Background: an optimization exercise with open tools, aiming at small area and a short achievable clock period. Do not read the settings as production practice. Where RTL was checked, it was by simulation tests only, not by an equivalence proof against the original. No functional check of the RTL was part of runs 2 to 4. No activity file was given, so power comes from the tool's default toggle rates.

### flow/config.mk
export PLATFORM = sky130hd
export DESIGN_NAME = core_trace_buf
export DESIGN_NICKNAME = core_trace_buf
export VERILOG_FILES = /design/flow/design.v
export SDC_FILE = /design/flow/constraint.sdc
export NUM_CORES = 4
export LEC_CHECK = 0
export CAP_MARGIN = 20
export CORE_MARGIN = 2
export CORE_UTILIZATION = 40
export SLEW_MARGIN = 20
### flow/constraint.sdc
create_clock -name core_clock -period 5.5 [get_ports {clk}]
set_input_delay 1.1000 -clock core_clock [delete_from_list [all_inputs] [get_ports {clk}]]
set_output_delay 1.1000 -clock core_clock [all_outputs]
set_load 0.01 [all_outputs]
### flow/design.v
module core_trace_buf #(
  parameter int DEPTH_LOG2 = 4,
  parameter int SEQ_W      = 16
) (
  input  logic                  clk,
  input  logic                  rst,
  input  logic                  trace_en,
  input  logic                  clear,
  input  logic [31:0]           core_pc,
  input  logic [31:0]           core_inst,
  input  logic                  core_rf_we,
  input  logic [4:0]            core_rf_waddr,
  input  logic [31:0]           core_rf_wdata,
  output logic                  out_valid,
  input  logic                  out_ready,
  output logic [SEQ_W-1:0]      out_seq,
  output logic [31:0]           out_pc,
  output logic [31:0]           out_inst,
  output logic                  out_rd_we,
  output logic [4:0]            out_rd,
  output logic [31:0]           out_rd_data,
  output logic [DEPTH_LOG2:0]   count,
  output logic                  overflow,
  output logic [SEQ_W-1:0]      drop_cnt
);
  localparam int DEPTH = 1 << DEPTH_LOG2;
  localparam int REC_W = SEQ_W + 32 + 32 + 1 + 5 + 32;
  logic [REC_W-1:0]      r_mem [DEPTH];
  logic [DEPTH_LOG2-1:0] r_wptr, r_rptr;
  logic [DEPTH_LOG2:0]   r_count;
  logic [SEQ_W-1:0]      r_seq, r_drop;
  logic                  r_ovf;
  logic                  w_attempt, w_full, w_pop, w_push, w_drop;
  logic [REC_W-1:0]      w_rec;
  assign w_attempt = trace_en & ~clear;
  assign w_full    = r_count[DEPTH_LOG2];
  assign out_valid = r_count != '0;
  assign w_pop     = out_valid & out_ready & ~clear;
  assign w_push    = w_attempt & (~w_full | w_pop);
  assign w_drop    = w_attempt & w_full & ~w_pop;
  assign w_rec     = {r_seq, core_pc, core_inst, core_rf_we & (core_rf_waddr != 5'd0), core_rf_waddr, core_rf_wdata};
  assign {out_seq, out_pc, out_inst, out_rd_we, out_rd, out_rd_data} = out_valid ? r_mem[r_rptr] : '0;
  assign count     = r_count;
  assign overflow  = r_ovf;
  assign drop_cnt  = r_drop;
  always_ff @(posedge clk)
    if (w_push) r_mem[r_wptr] <= w_rec;
  always_ff @(posedge clk or posedge rst)
    if (rst) begin
      r_wptr  <= '0;
      r_rptr  <= '0;
      r_count <= '0;
      r_seq   <= '0;
      r_drop  <= '0;
      r_ovf   <= 1'b0;
    end else if (clear) begin
      r_wptr  <= '0;
      r_rptr  <= '0;
      r_count <= '0;
      r_seq   <= '0;
      r_drop  <= '0;
      r_ovf   <= 1'b0;
    end else begin
      r_wptr  <= w_push ? r_wptr + 1'b1 : r_wptr;
      r_rptr  <= w_pop ? r_rptr + 1'b1 : r_rptr;
      r_count <= r_count + (DEPTH_LOG2+1)'(w_push) - (DEPTH_LOG2+1)'(w_pop);
      r_seq   <= w_attempt ? r_seq + 1'b1 : r_seq;
      r_drop  <= (w_drop && r_drop != '1) ? r_drop + 1'b1 : r_drop;
      r_ovf   <= r_ovf | w_drop;
    end
endmodule
### flow/run.sh
#!/bin/bash
# synth_recipe.tcl (not shown) runs the flow's synth.tcl, then flattens the netlist and writes it again
# the make line also repeats each setting of config.mk as NAME=value (left out here)
make -C /OpenROAD-flow-scripts/flow DESIGN_CONFIG=/design/flow/config.mk WORK_HOME=/design/flow/orfs CLKGATE_MAP_FILE= SYNTH_SCRIPT=/design/flow/synth_recipe.tcl finish
==> out/metrics.cfg, run 1 <==
[outcome]
status=finished clean

[clock_network]
post-cts-setup-buffers=0
hold_buffers=0
clock_path_buffers=3
cts-htree-levels=4
clock-sinks=1934
clkSlewWorstSetupHoldPaths_ns=0.06
cts-root-buf=clkbuf_16
cts_resized=0
cts_buffers=198
cts_tree=yes
clk_latency_ns=0.84

[timing]
tns_ns=0
fin_crit_sh_pct=95.2
maxSlewHeadroom_pct=37.0
hold_viol=0
worst_pin_slew_ns=0.946
drv_slew=0
rsz0062_at_grt=false
final.setup_skew_ns=0.0744
max_freq_ghz=0.191
setup_viol=0
finalCriticalPeriod_ns=5.23

[pwr]
p_switching_w=0.00986
p_clk_share_pct=33.6
seqPwrFrac_pct=44.3
p_comb_share_pct=22.0
peakVddDrop_uv=309
p_leak_nw=27.2
power_density_nw_per_um2=429
p_sw_share_pct=26.5
intPower_w=0.0273

[final_layout]
layout.core_utilization_pct=46.8
multi_input_area_sq_um=15600
seq_area_sq_um=57900
drive_gt1_share_pct=21.6
layout_commonest_cell=edfxtp_1
synthToLayoutAreaGrowth_pct=16.5
layout_common_cells=edfxtp_1 (1888), mux4_2 (426), clkdlybuf4s50_1 (245)
fillers=15375
fin_nets=3851

[placed_design]
port_buffers=247
place_hpwl_um=94200
gp_congestion=0.725

[setup_path]
cp_cell_sequence=inv_1 -> ha_1 -> or4b_4 -> buf_4 -> nor2b_4 -> a22oi_1 -> o211ai_1 -> clkdlybuf4s50_1
start_kind=flip-flop
required_ns=4.40
critPathMaxStageDelay_ns=0.79
cp.arrival_ns=4.13
cp_slowest_cell=nor2b_4
critPathKind=reg2out
worstPathMaxFanout=28
setup.worst_path.end_class=primary output

[route]
drtPass1Iterations=5
final_antenna_net_count=0
drt_wl_total_um=173000
vias=35061
drcViolationCount=0
drt-wirelength-per-cell_um=27.2
drt_iter0_drc=3280
via_per_inst=5.50

[logic_synthesis]
ys_seq_elements=1934
syn_area_sq_um=74400
syn_avg_cell_area_sq_um=22.1
synthCells=3364
synthArstFlopShare_pct=2.38
ys.flop_type=edfxtp_1
ys_seq_area_share_pct=77.8
synth_cell_types=55
syn_nets=3485
synth_edf_count=1888
ys.warnings.count=1

[global_route]
grt_pass1_vias=36472
grt_pass1_wl_um=254000
antenna_found_initial=13
grt_use_met1_pct=25.3
grtUsageMet3_pct=3.37
grt_max_degree=99
overflow=0
grt_most_used_layer=met2
grt_usage_pct=18.2
grtUsageMet2_pct=29.6

[die]
die_w_um=435
num_rows=158
initial_core_util_pct=40.2
dieHeight_um=435
die-area_sq_um=189000
core-area_sq_um=185000
io_pins=248

[hold_path]
hold_path.class=reg2reg

[job]
drv_cap=0

==> Yosys cell counts (25+ instances only) <==
master	n	area share [%]
nand3_1	62	0.42
o22ai_1	72	0.61
o31ai_1	26	0.26
nand2_1	49	0.25
edfxtp_1	1888	76
a211oi_1	37	0.37
mux4_2	426	13
buf_4	27	0.27
clkbuf_1	77	0.39
nor2_1	31	0.16
nor2b_1	64	0.54
o211ai_1	28	0.28
nor3_1	25	0.17
a22oi_1	56	0.57
dfrtp_1	46	1.5
buf_2	63	0.42
mux2i_1	202	2.7
==> sequential cells by signal, indices dropped and copies added (netlist names) <==
name	count
r_ovf	1
r_wptr	4
r_count	5
r_mem	1888
r_drop	16
r_rptr	4
r_seq	16
==> logic make-up after synthesis <==
kind of cell / count (synthesis) / synth area share (%)
flip-flops: 1934 / 77.8
AO/OA/AOI/OAI: 265 / 2.55
AND/OR/NAND/NOR: 296 / 2.17
XOR/XNOR: 17 / 0.200
adder cells (fa/ha/maj): 14 / 0.246
multiplexers: 633 / 15.7
buffers and inverters: 205 / 1.34
==> final timing paths <==
kind,to,start,depth (start not counted),slack (ns)
worst min-delay path,r_ovf,r_ovf,2,0.51
max in group asynchronous,r_rptr[1],rst,3,4.17
min in group asynchronous,r_ovf,rst,3,0.75
worst min register to register,r_ovf,r_ovf,2,0.51
worst max register to register,r_count[4],r_count[2],14,2.36
worst max-delay path,out_rd[2],r_count[2],8,0.27
==> layout make-up <==
type | count | share of cell area [%]
Inverter | 17 | 0.0824
Tap cell | 2480 | 3.58
Sequential cell | 1934 | 66.8
Timing Repair Buffer | 354 | 4.54
Antenna cell | 2 | 0.00578
Multi-Input combinational cell | 1225 | 18.0
Clock buffer | 249 | 5.99
Clock inverter | 116 | 1.00
==> per-layer routing <==
layer  up-vias  wire length, um
met5         -               66
met2       963            84800
met4        12             3390
met3       227             9130
li1      15000                -
met1     18859            75900
==> power by group through the flow <==
stage | clock network [W] | logic, W | registers (W)
finish | 0.0125 | 0.00819 | 0.0165
floorplan | 0 | 0.00522 | 0.0167
CTS | 0.0128 | 0.00840 | 0.0165
global placement | 0 | 0.00836 | 0.0168
global route | 0.0134 | 0.00879 | 0.0165
detailed placement | 0 | 0.00837 | 0.0168
==> critical path, delay by kind of cell (launching register included) <==
kind            cells  cell delay (ns)
simple gates        2             1.20
compound gates      2             0.54
buf+inv             3             0.96
flops               1             0.38
fa+ha+maj           1             0.18
==> through the flow <==
stage / cells / hold slack [ns] / power, W / worst slack, ns / cell area (sq um)
finish: 6377 / 0.512 / 0.0372 / 0.266 / 86600
global placement: 6010 / 0.492 / 0.0252 / 1.07 / 80500
detailed placement: 6010 / 0.498 / 0.0252 / 1.11 / 80500
global route: 6376 / 0.572 / 0.0387 / 0.0680 / 86600
CTS: 6375 / 0.516 / 0.0377 / 0.151 / 86600
floorplan: 3364 / 0.534 / 0.0219 / 0.418 / 74400
==> run 2: changes to the inputs <==
==> flow/design.v (replaced) <==
module core_trace_buf #(
  parameter int DEPTH_LOG2 = 4,
  parameter int SEQ_W      = 16
) (
  input  logic                  clk,
  input  logic                  rst,
  input  logic                  trace_en,
  input  logic                  clear,
  input  logic [31:0]           core_pc,
  input  logic [31:0]           core_inst,
  input  logic                  core_rf_we,
  input  logic [4:0]            core_rf_waddr,
  input  logic [31:0]           core_rf_wdata,
  output logic                  out_valid,
  input  logic                  out_ready,
  output logic [SEQ_W-1:0]      out_seq,
  output logic [31:0]           out_pc,
  output logic [31:0]           out_inst,
  output logic                  out_rd_we,
  output logic [4:0]            out_rd,
  output logic [31:0]           out_rd_data,
  output logic [DEPTH_LOG2:0]   count,
  output logic                  overflow,
  output logic [SEQ_W-1:0]      drop_cnt
);
  localparam int DEPTH = 1 << DEPTH_LOG2;
  localparam int NS    = DEPTH - 1;                   
  localparam int CW    = DEPTH_LOG2 + 1;
  localparam int REC_W = SEQ_W + 32 + 32 + 1 + 5 + 32;
  logic [REC_W-1:0]      r_mem [NS];
  logic [REC_W-1:0]      r_head;
  logic [NS-1:0]         r_wptr;                      
  logic [NS:0]           r_hsel;                      
  logic [CW-1:0]         r_count;
  logic                  r_valid, r_c1, r_c2, r_full;  
  logic [SEQ_W-1:0]      r_seq, r_drop;
  logic                  r_ovf;
  logic                  w_attempt, w_pop, w_push, w_drop, w_up, w_dn, w_to_mem, w_le1_n, w_hold;
  logic [REC_W-1:0]      w_rec, w_head_d;
  logic [NS:0]           w_hld;
  logic [NS-1:0]         w_wen;
  assign w_attempt = trace_en & ~clear;
  assign w_pop     = r_valid & out_ready & ~clear;
  assign w_push    = w_attempt & (~r_full | w_pop);
  assign w_drop    = w_attempt & r_full & ~w_pop;
  assign w_up      = w_push & ~w_pop;
  assign w_dn      = w_pop & ~w_push;
  assign w_to_mem  = w_push & r_valid & ~(r_c1 & out_ready);
  assign w_le1_n   = clear | ~r_valid | r_c1 & ~w_up | r_c2 & w_dn;
  assign w_rec     = {r_seq, core_pc, core_inst, core_rf_we & (core_rf_waddr != 5'd0), core_rf_waddr, core_rf_wdata};
  assign {out_seq, out_pc, out_inst, out_rd_we, out_rd, out_rd_data} = r_head;
  assign out_valid = r_valid;
  assign count     = r_count;
  assign overflow  = r_ovf;
  assign drop_cnt  = r_drop;
  assign w_hold = r_valid & ~out_ready;
  assign w_hld  = w_hold ? '0 : r_hsel;
  always_comb begin
    w_head_d = (w_hold ? r_head : '0) | (w_hld[NS] ? w_rec : '0);
    for (int i = 0; i < NS; i++)
      w_head_d = w_head_d | (w_hld[i] ? r_mem[i] : '0);
  end
  always_comb
    for (int i = 0; i < NS; i++)
      w_wen[i] = r_wptr[i] & (~r_full | out_ready);
  always_ff @(posedge clk)
    for (int i = 0; i < NS; i++)
      if (w_wen[i]) r_mem[i] <= w_rec;
  always_ff @(posedge clk)
    r_head <= w_head_d;
  always_ff @(posedge clk or posedge rst)
    if (rst) begin
      r_wptr  <= NS'(1);
      r_hsel  <= (NS+1)'(1) << NS;
      r_count <= '0;
      r_valid <= 1'b0;
      r_c1    <= 1'b0;
      r_c2    <= 1'b0;
      r_full  <= 1'b0;
      r_seq   <= '0;
      r_drop  <= '0;
      r_ovf   <= 1'b0;
    end else if (clear) begin
      r_wptr  <= NS'(1);
      r_hsel  <= (NS+1)'(1) << NS;
      r_count <= '0;
      r_valid <= 1'b0;
      r_c1    <= 1'b0;
      r_c2    <= 1'b0;
      r_full  <= 1'b0;
      r_seq   <= '0;
      r_drop  <= '0;
      r_ovf   <= 1'b0;
    end else begin
      if (w_to_mem) r_wptr <= {r_wptr[NS-2:0], r_wptr[NS-1]};
      if (w_le1_n)
        r_hsel <= (NS+1)'(1) << NS;
      else if (w_pop)
        r_hsel <= {1'b0, r_hsel[NS-2:0], r_hsel[NS-1]};
      else if (r_c1)
        r_hsel <= {1'b0, r_wptr};
      if (w_up) begin
        r_count <= r_count + 1'b1;
        r_valid <= 1'b1;
        r_c1    <= ~r_valid;
        r_c2    <= r_c1;
        r_full  <= r_count == CW'(DEPTH - 1);
      end else if (w_dn) begin
        r_count <= r_count - 1'b1;
        r_valid <= ~r_c1;
        r_c1    <= r_c2;
        r_c2    <= r_count == CW'(3);
        r_full  <= 1'b0;
      end
      r_seq   <= w_attempt ? r_seq + 1'b1 : r_seq;
      r_drop  <= (w_drop && r_drop != '1) ? r_drop + 1'b1 : r_drop;
      r_ovf   <= r_ovf | w_drop;
    end
endmodule
--- a/flow/config.mk
+++ b/flow/config.mk
@@ -9,3 +9,4 @@
 export CORE_MARGIN = 2
 export CORE_UTILIZATION = 40
+export SETUP_SLACK_MARGIN = 3.2
 export SLEW_MARGIN = 20
==> out/metrics.cfg, run 2 <==
[pwr]
p_leak_nw=26.8
p_total_w=0.0308
peakVddDrop_uv=330
power_density_nw_per_um2=366

[logic_synthesis]
syn_nets=3966
yosysTopAreaCell=edfxtp_1
yosysTopAreaCellShare_pct=75.5
synth_cell_types=59
syn_avg_cell_area_sq_um=18.3
synth.top_cells.by_count=edfxtp_1 (1770), a22oi_1 (334), a221oi_1 (273), a22o_1 (273), clkbuf_1 (176)
ys_seq_elements=1961
synth_top_cells_by_area=edfxtp_1 (76%), a22oi_1 (3.6%), a221oi_1 (3.4%), a22o_1 (3.4%), dfxtp_1 (3.4%)
synthCells=3853
ys.warnings.count=2
ys_seq_area_share_pct=81.5
synthArstFlopShare_pct=3.72
synth_edf_count=1770
syn_area_sq_um=70400
ys.flop_type=edfxtp_1
synth.most_common_cell=edfxtp_1

[setup_path]
critPathMaxStageDelay_ns=0.42
crit_family=flip-flops
cp_cell_sequence=buf_6
path_buf_inv=1
cp.arrival_ns=1.40
setup.worst_path.end_class=primary output
required_ns=4.40
start_kind=flip-flop
worstPathMaxFanout=2
cp_slowest_cell=dfrtp_1
critPathKind=reg2out

[global_route]
grt_usage_pct=23.7
antenna_found_initial=21
overflow=0
grt_pass1_wl_um=306000
grt_pass1_vias=40764
grt_max_degree=117

[clock_network]
cts-root-buf=clkbuf_16
clock-sinks=1961
cts_tree=yes
clkSlewWorstSetupHoldPaths_ns=0.06
clk_latency_ns=0.85
clock_path_buffers=3
hold_buffers=0
cts-htree-levels=4
cts_buffers=193

[timing]
worst_pin_slew_ns=0.937
layout_setup_ws_ns=3.00
max_freq_ghz=0.400
maxSlewHeadroom_pct=37.2
hold_viol=0
finalCriticalPeriod_ns=2.50
rsz0062_at_grt=true
drv_slew=0
tns_ns=0
final.setup_skew_ns=0.0404
fin_crit_sh_pct=45.5
setup_viol=0

[final_layout]
layout_commonest_cell=edfxtp_1
layout_common_cells=edfxtp_1 (1770), a22oi_1 (334), a22o_1 (273), a221oi_1 (273), clkbuf_16 (198)
layout.core_utilization_pct=48.2
synthToLayoutAreaGrowth_pct=19.4
fin_nets=4351
stdcell_area_sq_um=84000
largest_register_ffs=1770
top_regs=r_mem: 1770 flops, r_head: 118 flops
regMostFlops=r_mem
drive_gt1_share_pct=18.5

[route]
drt_iter0_drc=5307
final_antenna_net_count=0
vias=41646
drt-wirelength-per-cell_um=33.1
drcViolationCount=0
drt_wl_total_um=223000
drtPass1Iterations=9
via_per_inst=6.18

[placed_design]
placed_area_sq_um=76000
dp_slack_ns=1.48
gp_congestion=0.754
place_hpwl_um=100000
port_buffers=247

[die]
die_w_um=423
die-area_sq_um=179000
num_rows=153
core-area_sq_um=174000
io_pins=248
dieHeight_um=423
initial_core_util_pct=40.3

[outcome]
status=finished clean

[hold_path]
hold_path.class=reg2reg

[job]
drv_cap=0

==> run 2: where the power goes <==
group	total, W	switching (W)	internal [W]
logic	0.00112	0.000627	0.000498
clock network	0.0130	0.00569	0.00733
registers	0.0166	0.000191	0.0164
==> run 2: kinds of logic after synthesis <==
group                      count (synthesis)  share of synthesized area, %
AOI/OAI and AO/OA                       1119                          12.9
xor gates and xnor gates                  26                         0.324
adders and majority gates                  6                         0.117
buffers and inverters                    264                          1.50
DFF                                     1961                          81.5
muxes                                     22                         0.322
and+or+nand+nor                          455                          3.35
==> run 2: worst paths after layout <==
check | from | to | slack (ns) | depth (start not counted)
setup / recovery | r_count[1] | count[1] | 3.00 | 1
max in group asynchronous | rst | r_hsel[6] | 3.67 | 3
hold / removal | r_mem[1][114] | r_head[114] | 0.44 | 2
hold reg to reg | r_mem[1][114] | r_head[114] | 0.44 | 2
setup reg to reg | r_valid | r_count[4] | 3.22 | 11
min in group asynchronous | rst | r_drop[14] | 0.72 | 2
==> run 2: timing repair <==
item	CTS	global route
setup endpoints to repair	2082	300
pin swaps	13	3
cloned	16	5
gates resized for setup	932	24
setup buffers	75	21
==> run 2: cell type report <==
cell class,count,area (sq um)
Antenna cell,8,20.0
Clock buffer,264,5240
Clock inverter,101,998
Fill cell,14329,90400
Inverter,8,33.8
Multi-Input combinational cell,1644,12200
Sequential cell,1961,57700
Tap cell,2325,2910
Timing Repair Buffer,430,4880
==> run 2: tightest hold or removal path, cell delays in order, from the launching register on <==
cell      delay [ns]
edfxtp_1        0.32
a32oi_1         0.05
nand2_1         0.05
==> run 2: per-layer routing <==
layer  global-route usage, %  share of wire, %
met1                    32.1                40
met2                    38.5                48
met3                    4.30               8.8
met4                    8.25               3.2
met5                       0             0.046
==> run 2: through the flow <==
| stage | std cells | hold WS, ns |
|---|---|---|
| floorplan | 3853 | 0.420 |
| global placement | 6251 | 0.436 |
| detailed placement | 6251 | 0.431 |
| CTS | 6707 | 0.441 |
| global route | 6739 | 0.472 |
| finish | 6741 | 0.441 |
==> run 3: changes to the inputs <==
--- a/flow/config.mk
+++ b/flow/config.mk
@@ -9,4 +9,3 @@
 export CORE_MARGIN = 2
 export CORE_UTILIZATION = 40
-export SETUP_SLACK_MARGIN = 3.2
 export SLEW_MARGIN = 20
==> out/metrics.cfg, run 3 <==
[final_layout]
drive_gt1_share_pct=9.60
fin_nets=4243
seq_area_sq_um=57400
regMostFlops=r_mem
largest_register_ffs=1770
top_regs=r_mem: 1770 flops, r_head: 118 flops
layout_commonest_cell=edfxtp_1
synthToLayoutAreaGrowth_pct=16.9
layout_common_cells=edfxtp_1 (1770), a22oi_1 (334), a22o_1 (273), a221oi_1 (273), clkdlybuf4s50_1 (246)
layout.core_utilization_pct=47.2
multi_input_area_sq_um=12000
fillers=14437

[setup_path]
r2r-start=r_full
setup.worst_path.end_class=flip-flop
cp.arrival_ns=3.95
worstPathMaxFanout=40
critPathKind=in2reg
required_ns=6.01
start_kind=primary input
r2r_slack_ns=2.69
cp-startpoint=out_ready

[route]
via_per_inst=6.08
drt-wirelength-per-cell_um=30.8
final_antenna_net_count=0
vias=40302
drtPass1Iterations=8
drt_iter0_drc=4913
drt_wl_total_um=204000
drcViolationCount=0

[global_route]
grt_max_degree=100
grt_pass1_wl_um=291000
overflow=0
grt_usage_pct=22.3
grt_pass1_vias=40251
antenna_found_initial=19

[logic_synthesis]
synth_edf_count=1770
syn_avg_cell_area_sq_um=18.3
synth.most_common_cell=edfxtp_1
syn_area_sq_um=70400
ys_seq_area_share_pct=81.5
synth_top_cells_by_area=edfxtp_1 (76%), a22oi_1 (3.6%), a221oi_1 (3.4%), a22o_1 (3.4%), dfxtp_1 (3.4%)
yosysTopAreaCellShare_pct=75.5
synth_cell_types=59
synthCells=3853
yosysTopAreaCell=edfxtp_1
ys.flop_type=edfxtp_1
synth.top_cells.by_count=edfxtp_1 (1770), a22oi_1 (334), a221oi_1 (273), a22o_1 (273), clkbuf_1 (176)
syn_nets=3966
ys.warnings.count=2
ys_seq_elements=1961
synthArstFlopShare_pct=3.72

[timing]
maxSlewHeadroom_pct=30.0
worst_pin_slew_ns=1.05
hold_viol=0
whs_ns=0.449
finalCriticalPeriod_ns=3.44
setup_viol=0
rsz0062_at_grt=false
tns_ns=0
fin_crit_sh_pct=62.5
final.setup_skew_ns=0.0278
max_freq_ghz=0.291
drv_slew=0

[die]
die-area_sq_um=179000
num_rows=153
die_w_um=423
io_pins=248
dieHeight_um=423
core-area_sq_um=174000
initial_core_util_pct=40.3

[placed_design]
gp_congestion=0.751
port_buffers=247
place_hpwl_um=103000

[pwr]
power_density_nw_per_um2=370
peakVddDrop_uv=362
p_leak_nw=25.9

[hold_path]
hold_path.class=reg2reg
min_from=r_mem[1][48]

[clock_network]
clock-sinks=1961
cts_buffers=192
cts-root-buf=clkbuf_16
clock_path_buffers=3
clkSlewWorstSetupHoldPaths_ns=0.06
cts-htree-levels=4
cts_resized=0
hold_buffers=0
post-cts-setup-buffers=0
clk_latency_ns=0.83
cts_tree=yes

[outcome]
status=finished clean

[job]
drv_cap=0

## run 3: changes by cell type in the layout (fill, tap and decap cells not counted), moves of 11 or more
cell             delta
dfrtp_2            -17
and2_2             -15
clkdlybuf4s50_1   +147
buf_6             -142
dfxtp_1           +118
dfxtp_4            -60
buf_4              -58
dfxtp_2            -58
clkbuf_8           +11
dfrtp_1            +17
## run 3: worst max-delay path, cell delays in order
cell             delay [ns]
clkdlybuf4s50_1        0.82
nand2b_1               0.67
and2_4                 0.97
buf_4                  0.36
## run 3: layout make-up
| class | count | area share [%] |
|---|---|---|
| diodes | 9 | 0.0274 |
| clock buffers | 283 | 6.67 |
| repair buffers | 339 | 4.48 |
| clock inverters | 74 | 0.817 |
| inverters | 8 | 0.0365 |
| multi-input cells | 1628 | 14.6 |
| well taps | 2325 | 3.54 |
| flip-flops and latches | 1961 | 69.8 |
## run 3: worst paths after layout
kind                            endpoint  depth (start not counted)
max                        r_mem[11][60]                          4
min                           r_head[48]                          2
max reg2reg                r_mem[11][60]                          3
min reg2reg                   r_head[48]                          2
max in group asynchronous     r_hsel[11]                          3
min in group asynchronous     r_drop[14]                          2
## run 3: logic make-up after synthesis
logic type                 after synthesis  share of synthesized area, %
DFF                                   1961                          81.5
and+or+nand+nor                        455                          3.35
AOI/OAI and AO/OA                     1119                          12.9
buffers and inverters                  264                          1.50
adders and majority gates                6                         0.117
xor gates and xnor gates                26                         0.324
muxes                                   22                         0.322
## run 3: power by group
group / internal, W / switching [W]
Clock: 0.00732 / 0.00552
Combinational: 0.000420 / 0.000562
Sequential: 0.0164 / 0.000190
Total: 0.0242 / 0.00628
## run 3: routing by layer
| layer | wire [um] | track usage (%) | share of wire [%] | up-vias |
|---|---|---|---|---|
| met5 | 62 | 0 | 0.030 | - |
| met4 | 4540 | 6.10 | 2.2 | 10 |
| met3 | 16000 | 3.44 | 7.9 | 285 |
| met2 | 100000 | 36.9 | 49 | 1922 |
| met1 | 82900 | 30.8 | 41 | 21297 |
| li1 | - | - | - | 16788 |
## run 3: stage by stage
stage               setup slack [ns]  instance area (sq um)  instances  total power [W]
floorplan                      0.573                  70400       3853           0.0172
global placement                1.31                  76000       6261           0.0179
detailed placement              1.26                  76000       6261           0.0179
CTS                             2.13                  82200       6618           0.0306
global route                    1.97                  82200       6625           0.0313
finish                          2.06                  82200       6627           0.0304
==> run 4: changes to the inputs <==
--- a/flow/config.mk
+++ b/flow/config.mk
@@ -9,3 +9,6 @@
 export CORE_MARGIN = 2
 export CORE_UTILIZATION = 40
+export CTS_CLUSTER_DIAMETER = 60
+export CTS_CLUSTER_SIZE = 30
+export SETUP_SLACK_MARGIN = 3.2
 export SLEW_MARGIN = 20
==> out/metrics.cfg, run 4 <==
[outcome]
status=finished clean

[logic_synthesis]
synth_compound_area_share_pct=12.9
syn_avg_cell_area_sq_um=18.3
ys.flop_type=edfxtp_1
synth_top_cells_by_area=edfxtp_1 (76%), a22oi_1 (3.6%), a221oi_1 (3.4%), a22o_1 (3.4%), dfxtp_1 (3.4%)
synthCells=3853
synth_mux_area_share_pct=0.322
synthArstFlopShare_pct=3.72
yosysTopAreaCell=edfxtp_1
synth.top_cells.by_count=edfxtp_1 (1770), a22oi_1 (334), a221oi_1 (273), a22o_1 (273), clkbuf_1 (176)
yosysTopAreaCellShare_pct=75.5
synth_fa_ha_area_share_pct=0.117
synth_xor_area_share_pct=0.324
synth_cell_types=59
syn_nets=3966
synth.most_common_cell=edfxtp_1
ys_seq_elements=1961
syn_area_sq_um=70400
ys_seq_area_share_pct=81.5
synth-simple-area-share_pct=3.35
ys.warnings.count=2
synth_top_family_by_area=compound AO/OA/AOI/OAI gates
synth_edf_count=1770

[timing]
final.setup_skew_ns=0.0335
setup_viol=0
hold_viol=0
maxSlewHeadroom_pct=39.5
fin_crit_sh_pct=44.7
worst_pin_slew_ns=0.903
rsz0062_at_grt=true
drv_slew=0
max_freq_ghz=0.407
tns_ns=0
finalCriticalPeriod_ns=2.46

[setup_path]
setup.worst_path.end_class=primary output
critPathMaxStageDelay_ns=0.44
start_kind=flip-flop
path_buf_inv=1
required_ns=4.40
critPathKind=reg2out
worstPathMaxFanout=2
crit_family=flip-flops
cp.arrival_ns=1.36
cp_cell_sequence=buf_6
cp_slowest_cell=dfxtp_4

[die]
dieHeight_um=423
initial_core_util_pct=40.3
num_rows=153
die-area_sq_um=179000
io_pins=248
core-area_sq_um=174000
die_w_um=423

[placed_design]
gp_congestion=0.754
place_hpwl_um=100000
placed_area_sq_um=76000
port_buffers=247
dp_cells=6251

[pwr]
p_leak_nw=25.9
peakVddDrop_uv=262
power_density_nw_per_um2=339

[clock_network]
cts_tree=yes
clk_latency_ns=0.78
cts-root-buf=clkbuf_16
clock_path_buffers=3
cts-htree-levels=3
clock-sinks=1961
hold_buffers=0
cts_buffers=116
clkSlewWorstSetupHoldPaths_ns=0.10

[route]
drtPass1Iterations=6
via_per_inst=6.21
drt-wirelength-per-cell_um=33.3
drcViolationCount=0
vias=41017
drt_wl_total_um=220000
final_antenna_net_count=0
drt_iter0_drc=5406

[final_layout]
drive_gt1_share_pct=17.7
layout_commonest_cell=edfxtp_1
layout.core_utilization_pct=47.1
synthToLayoutAreaGrowth_pct=16.6
top_regs=r_mem: 1770 flops, r_head: 118 flops
fillers=14494
fin_nets=4279
layout_common_cells=edfxtp_1 (1770), a22oi_1 (334), a22o_1 (273), a221oi_1 (273), nor2_1 (149)
layout.cells.non_filler=6601
regMostFlops=r_mem
stdcell_area_sq_um=82100
largest_register_ffs=1770

[global_route]
grtUsageMet2_pct=38.2
grtUsageMet3_pct=3.64
grt_max_degree=119
grt_pass1_wl_um=300000
grt_pass1_vias=39614
overflow=0
grt_most_used_layer=met2
antenna_found_initial=15
grt_use_met1_pct=31.7
grt_usage_pct=23.2

[hold_path]
hold_path.class=reg2reg

[job]
drv_cap=0

==> run 4: metrics by stage <==
step / hold WS, ns / setup WS [ns] / total power [W]
global placement: 0.436 / 1.51 / 0.0179
detailed placement: 0.431 / 1.48 / 0.0179
finish: 0.455 / 3.04 / 0.0278
floorplan: 0.420 / 2.71 / 0.0172
global route: 0.477 / 3.00 / 0.0285
CTS: 0.458 / 2.98 / 0.0279
==> run 4: area by class of cell <==
type / instances / area [sq um] / area share (%)
multi-input combinational: 1643 / 12200 / 14.9
inverter: 8 / 33.8 / 0.0412
tap: 2325 / 2910 / 3.54
sequential: 1961 / 57700 / 70.3
clock inverter: 96 / 1250 / 1.53
antenna: 10 / 25.0 / 0.0305
timing repair buffer: 436 / 4940 / 6.03
clock buffer: 122 / 2960 / 3.60
==> run 4: worst paths after layout <==
path,startpoint,endpoint,slack [ns],depth (start not counted)
setup / recovery,r_head[109],out_seq[7],3.04,1
hold / removal,r_mem[1][22],r_head[22],0.45,2
setup reg to reg,r_hsel[3],r_head[46],3.14,5
hold reg to reg,r_mem[1][22],r_head[22],0.45,2
max in group asynchronous,rst,r_hsel[7],3.59,3
min in group asynchronous,rst,r_drop[14],0.77,2
==> run 4: kinds of logic after synthesis <==
family | after synthesis
buf+inv | 264
xor+xnor | 26
compound gates | 1119
mux | 22
flops | 1961
fa+ha+maj | 6
simple gates | 455
==> run 4: what timing repair did <==
item | CTS | global route
pin swaps | 12 | 6
buffers inserted | 66 | 36
gates cloned | 14 | 6
resized for setup | 935 | 29
setup endpoints to repair | 2086 | 222
==> run 4: power breakdown <==
part	internal, W	switching, W
sequential	0.0164	0.000191
clock	0.00444	0.00560
combinational	0.000510	0.000630
==> run 4: metal layers <==
metal	up-vias	wire, um
li1	16855	-
met4	4	6770
met1	21730	88100
met2	2122	106000
met5	-	27
met3	306	19100
==> run 5: changes to the inputs <==
==> flow/design.v (replaced) <==
module core_trace_buf #(
  parameter int DEPTH_LOG2 = 4,
  parameter int SEQ_W      = 16
) (
  input  logic                  clk,
  input  logic                  rst,
  input  logic                  trace_en,
  input  logic                  clear,
  input  logic [31:0]           core_pc,
  input  logic [31:0]           core_inst,
  input  logic                  core_rf_we,
  input  logic [4:0]            core_rf_waddr,
  input  logic [31:0]           core_rf_wdata,
  output logic                  out_valid,
  input  logic                  out_ready,
  output logic [SEQ_W-1:0]      out_seq,
  output logic [31:0]           out_pc,
  output logic [31:0]           out_inst,
  output logic                  out_rd_we,
  output logic [4:0]            out_rd,
  output logic [31:0]           out_rd_data,
  output logic [DEPTH_LOG2:0]   count,
  output logic                  overflow,
  output logic [SEQ_W-1:0]      drop_cnt
);
  localparam int DEPTH = 1 << DEPTH_LOG2;
  localparam int NS    = DEPTH - 1;                   
  localparam int REC_W = SEQ_W + 32 + 32 + 1 + 5 + 32;
  logic [REC_W-1:0]      r_mem [NS];
  logic [REC_W-1:0]      r_head;
  logic [NS-1:0]         r_wptr;                      
  logic [NS:0]           r_hsel;                      
  logic [DEPTH_LOG2:0]   r_count;
  logic                  r_valid, r_full, r_le1;
  logic [SEQ_W-1:0]      r_seq, r_drop;
  logic                  r_ovf;
  logic                  w_attempt, w_pop, w_push, w_drop, w_to_mem, w_rd_adv;
  logic [REC_W-1:0]      w_rec, w_head_d;
  logic [DEPTH_LOG2:0]   w_count_n;
  logic [NS-1:0]         w_wen;
  assign w_attempt = trace_en & ~clear;
  assign w_pop     = r_valid & out_ready & ~clear;
  assign w_push    = w_attempt & (~r_full | w_pop);
  assign w_drop    = w_attempt & r_full & ~w_pop;
  assign w_to_mem  = w_push & ~r_le1 | w_push & r_valid & ~out_ready;
  assign w_rd_adv  = w_pop & ~r_le1;
  assign w_count_n = r_count + (DEPTH_LOG2+1)'(w_push) - (DEPTH_LOG2+1)'(w_pop);
  assign w_rec     = {r_seq, core_pc, core_inst, core_rf_we & (core_rf_waddr != 5'd0), core_rf_waddr, core_rf_wdata};
  assign {out_seq, out_pc, out_inst, out_rd_we, out_rd, out_rd_data} = r_head;
  assign out_valid = r_valid;
  assign count     = r_count;
  assign overflow  = r_ovf;
  assign drop_cnt  = r_drop;
  always_comb begin
    w_head_d = r_hsel[NS] ? w_rec : '0;
    for (int i = 0; i < NS; i++)
      w_head_d = w_head_d | (r_hsel[i] ? r_mem[i] : '0);
  end
  always_comb
    for (int i = 0; i < NS; i++)
      w_wen[i] = r_wptr[i] & (~r_full | out_ready);
  always_ff @(posedge clk)
    for (int i = 0; i < NS; i++)
      if (w_wen[i]) r_mem[i] <= w_rec;
  always_ff @(posedge clk)
    if (~r_valid | out_ready) r_head <= w_head_d;
  always_ff @(posedge clk or posedge rst)
    if (rst) begin
      r_wptr  <= NS'(1);
      r_hsel  <= (NS+1)'(1) << NS;
      r_count <= '0;
      r_valid <= 1'b0;
      r_full  <= 1'b0;
      r_le1   <= 1'b1;
      r_seq   <= '0;
      r_drop  <= '0;
      r_ovf   <= 1'b0;
    end else if (clear) begin
      r_wptr  <= NS'(1);
      r_hsel  <= (NS+1)'(1) << NS;
      r_count <= '0;
      r_valid <= 1'b0;
      r_full  <= 1'b0;
      r_le1   <= 1'b1;
      r_seq   <= '0;
      r_drop  <= '0;
      r_ovf   <= 1'b0;
    end else begin
      if (w_to_mem) r_wptr <= {r_wptr[NS-2:0], r_wptr[NS-1]};
      if (w_count_n <= (DEPTH_LOG2+1)'(1))
        r_hsel <= (NS+1)'(1) << NS;
      else if (w_rd_adv)
        r_hsel <= {1'b0, r_hsel[NS-2:0], r_hsel[NS-1]};
      else if (r_le1)
        r_hsel <= {1'b0, r_wptr};
      r_count <= w_count_n;
      r_valid <= w_count_n != '0;
      r_full  <= w_count_n[DEPTH_LOG2];
      r_le1   <= w_count_n <= (DEPTH_LOG2+1)'(1);
      r_seq   <= w_attempt ? r_seq + 1'b1 : r_seq;
      r_drop  <= (w_drop && r_drop != '1) ? r_drop + 1'b1 : r_drop;
      r_ovf   <= r_ovf | w_drop;
    end
endmodule
--- a/flow/config.mk
+++ b/flow/config.mk
@@ -9,6 +9,3 @@
 export CORE_MARGIN = 2
 export CORE_UTILIZATION = 40
-export CTS_CLUSTER_DIAMETER = 60
-export CTS_CLUSTER_SIZE = 30
-export SETUP_SLACK_MARGIN = 3.2
 export SLEW_MARGIN = 20
==> out/metrics.cfg, run 5 <==
[final_layout]
fillers=14473
top_regs=r_mem: 1770 flops, r_head: 118 flops
multi_input_area_sq_um=10900
largest_register_ffs=1770
fin_nets=3963
layout_commonest_cell=edfxtp_1
seq_area_sq_um=58500
regMostFlops=r_mem
stdcell_area_sq_um=81900
drive_gt1_share_pct=10.1
synthToLayoutAreaGrowth_pct=16.6
layout_common_cells=edfxtp_1 (1888), a22o_1 (468), a221oi_1 (468)

[timing]
worst_pin_slew_ns=1.14
rsz0062_at_grt=false
setup_viol=0
tns_ns=0
maxSlewHeadroom_pct=24.1
hold_viol=0
layout_setup_ws_ns=1.99
whs_ns=0.530
fin_crit_sh_pct=63.8
finalCriticalPeriod_ns=3.51
drv_slew=0
max_freq_ghz=0.285
final.setup_skew_ns=0.0315

[global_route]
grt_max_degree=119
grt_usage_pct=21.7
grt_pass1_vias=38129
grt_pass1_wl_um=281000
overflow=0
antenna_found_initial=18

[hold_path]
hold_path.class=reg2reg
min_from=r_ovf

[logic_synthesis]
synth.top_cells.by_count=edfxtp_1 (1888), a221oi_1 (468), a22o_1 (468), clkbuf_1 (200), nand4_1 (126)
syn_area_sq_um=70200
synth_top_family_by_area=compound AO/OA/AOI/OAI gates
syn_nets=3649
synth_top_cells_by_area=edfxtp_1 (81%), a221oi_1 (5.8%), a22o_1 (5.8%), dfrtp_1 (2.4%), nand4_1 (1.1%)
ys.warnings.count=2
synth_mux_area_share_pct=0.442
synth_compound_area_share_pct=12.2
synth-simple-area-share_pct=2.33
yosysTopAreaCellShare_pct=80.7
synth.most_common_cell=edfxtp_1
yosysTopAreaCell=edfxtp_1
synth_edf_count=1888
synthCells=3534
synth_fa_ha_area_share_pct=0.153
synth_cell_types=60
synthArstFlopShare_pct=3.62
synth_xor_area_share_pct=0.299
syn_avg_cell_area_sq_um=19.9
ys_seq_area_share_pct=83.3
ys.flop_type=edfxtp_1
ys_seq_elements=1959

[pwr]
seqPwrFrac_pct=52.7
p_clk_share_pct=36.8
power_density_nw_per_um2=414
p_switching_w=0.00814
p_comb_share_pct=10.5
peakVddDrop_uv=280
p_leak_nw=26.0
p_sw_share_pct=24.0
intPower_w=0.0258

[placed_design]
place_hpwl_um=98700
gp_congestion=0.757
dp_slack_ns=1.13
placed_area_sq_um=76000
port_buffers=247

[clock_network]
cts-htree-levels=4
cts_buffers=194
cts_resized=0
post-cts-setup-buffers=0
clock-sinks=1959
clk_latency_ns=0.84
hold_buffers=0
cts-root-buf=clkbuf_16
clock_path_buffers=3
cts_tree=yes
clkSlewWorstSetupHoldPaths_ns=0.06

[route]
drt_iter0_drc=4600
vias=38417
final_antenna_net_count=0
drt_wl_total_um=199000
drcViolationCount=0
via_per_inst=6.06
drtPass1Iterations=7
drt-wirelength-per-cell_um=31.4

[die]
io_pins=248
die_w_um=423
dieHeight_um=423
die-area_sq_um=179000
initial_core_util_pct=40.3
num_rows=153
core-area_sq_um=174000

[setup_path]
worstPathMaxFanout=17
critPathKind=in2reg
required_ns=6.19
crit_family=buffers and inverters
critPathMaxStageDelay_ns=0.48
cp.arrival_ns=4.20
cp-startpoint=trace_en
path_buf_inv=4
setup.worst_path.end_class=flip-flop
cp_slowest_cell=clkdlybuf4s50_1
cp_cell_sequence=clkdlybuf4s50_1 -> buf_4 -> and2b_1 -> nand2_1 -> ha_1 -> inv_1 -> ha_1 -> fa_1 -> nand3_1 -> a21oi_1 -> a2111oi_2 -> or2_1 -> buf_4 -> nor2_1
r2r-start=r_valid
start_kind=primary input

[job]
drv_cap=0

[outcome]
status=finished clean

[run 5: stage by stage]
stage / utilization, % / cells / power, W
floorplan: - / 3534 / 0.0196
global placement: 43.6 / 5977 / 0.0218
detailed placement: 43.6 / 5977 / 0.0218
CTS: 47.0 / 6336 / 0.0342
global route: 47.0 / 6339 / 0.0350
finish: 47.0 / 6342 / 0.0339
[run 5: tightest hold or removal path: cells and delay by family, from the launching register on]
kind / cells / cell delay (ns)
flip-flops: 1 / 0.37
AO/OA/AOI/OAI: 1 / 0.06
buffers and inverters: 1 / 0.05
[run 5: logic make-up (layout without fill, tap and decap cells)]
kind of cell,count (synthesis),after routing
other,0,6
adder cells (fa/ha/maj),8,8
AND/OR/NAND/NOR,282,282
flip-flops,1959,1959
AO/OA/AOI/OAI,990,990
multiplexers,31,31
XOR/XNOR,24,24
buffers and inverters,240,717
[run 5: worst paths after layout]
path / endpoint / slack, ns / cells past startpoint
min: r_ovf / 0.53 / 2
max reg2reg: r_hsel[10] / 2.46 / 13
max: r_hsel[10] / 1.99 / 14
min reg2reg: r_ovf / 0.53 / 2
max in group asynchronous: r_hsel[4] / 3.71 / 3
min in group asynchronous: r_drop[15] / 0.67 / 2
[run 5: metal layers]
| layer | track usage (%) | part of all wire [%] | up-vias |
|---|---|---|---|
| li1 | - | - | 15920 |
| met1 | 30.3 | 42 | 20501 |
| met2 | 35.1 | 48 | 1705 |
| met3 | 4.27 | 7.9 | 271 |
| met4 | 5.79 | 2.4 | 20 |
| met5 | 0 | 0.064 | - |
[run 5: final cells by class]
type                            instances  share of cell area, %
Antenna cell                            6                 0.0183
Clock buffer                          242                   6.21
Clock inverter                        117                   1.04
Inverter                               14                 0.0642
Multi-Input combinational cell       1335                   13.2
Sequential cell                      1959                   71.5
Tap cell                             2325                   3.55
Timing Repair Buffer                  344                   4.41
[run 5: power by group through the flow]
stage	logic, W	registers [W]	clock network [W]
global route	0.00377	0.0180	0.0132
CTS	0.00360	0.0179	0.0127
floorplan	0.00151	0.0181	0
finish	0.00356	0.0179	0.0125
global placement	0.00358	0.0182	0
detailed placement	0.00359	0.0182	0

-- what the ideal ports hide --
The results above use ideal ports. As a check the final layouts listed here were re-extracted and re-timed, cells and wires unchanged.
Step 1: set_driving_cell puts a clkbuf_16 on clk and a buf_2 on each other input, an assumption about the parent block.
Step 2 moves the port delays by t, midway between the first and last clock arrival at a register: inputs arrive t later, outputs are due t later. That takes back most of the time a late clock gives input paths.
Three values: no drivers, after step 1, after step 2; two values: the first two.
run	shift t [ns]	slack for setup (ns)	latest minus earliest clock arrival (ns)	slew at the worst register clock pin (ns)	worst slew at a driven data input, ns
run 1	0.890	0.266 / 0.184 / 1.074	0.084 / 0.084	0.07 / 0.07	0.18
run 2	0.912	2.999 / 2.912 / 2.296	0.045 / 0.046	0.07 / 0.07	0.17
run 3	0.909	2.062 / 2.102 / 1.193	0.035 / 0.034	0.07 / 0.07	0.15
run 4	0.861	3.041 / 2.953 / 2.399	0.052 / 0.052	0.11 / 0.11	0.17
run 5	0.897	1.990 / 2.042 / 1.145	0.037 / 0.037	0.07 / 0.07	0.17
After both steps setup and hold are still met in every run listed. The setup slack of run 3, which loses most, moves by +0.040 ns with the drivers and by -0.869 ns with both steps.
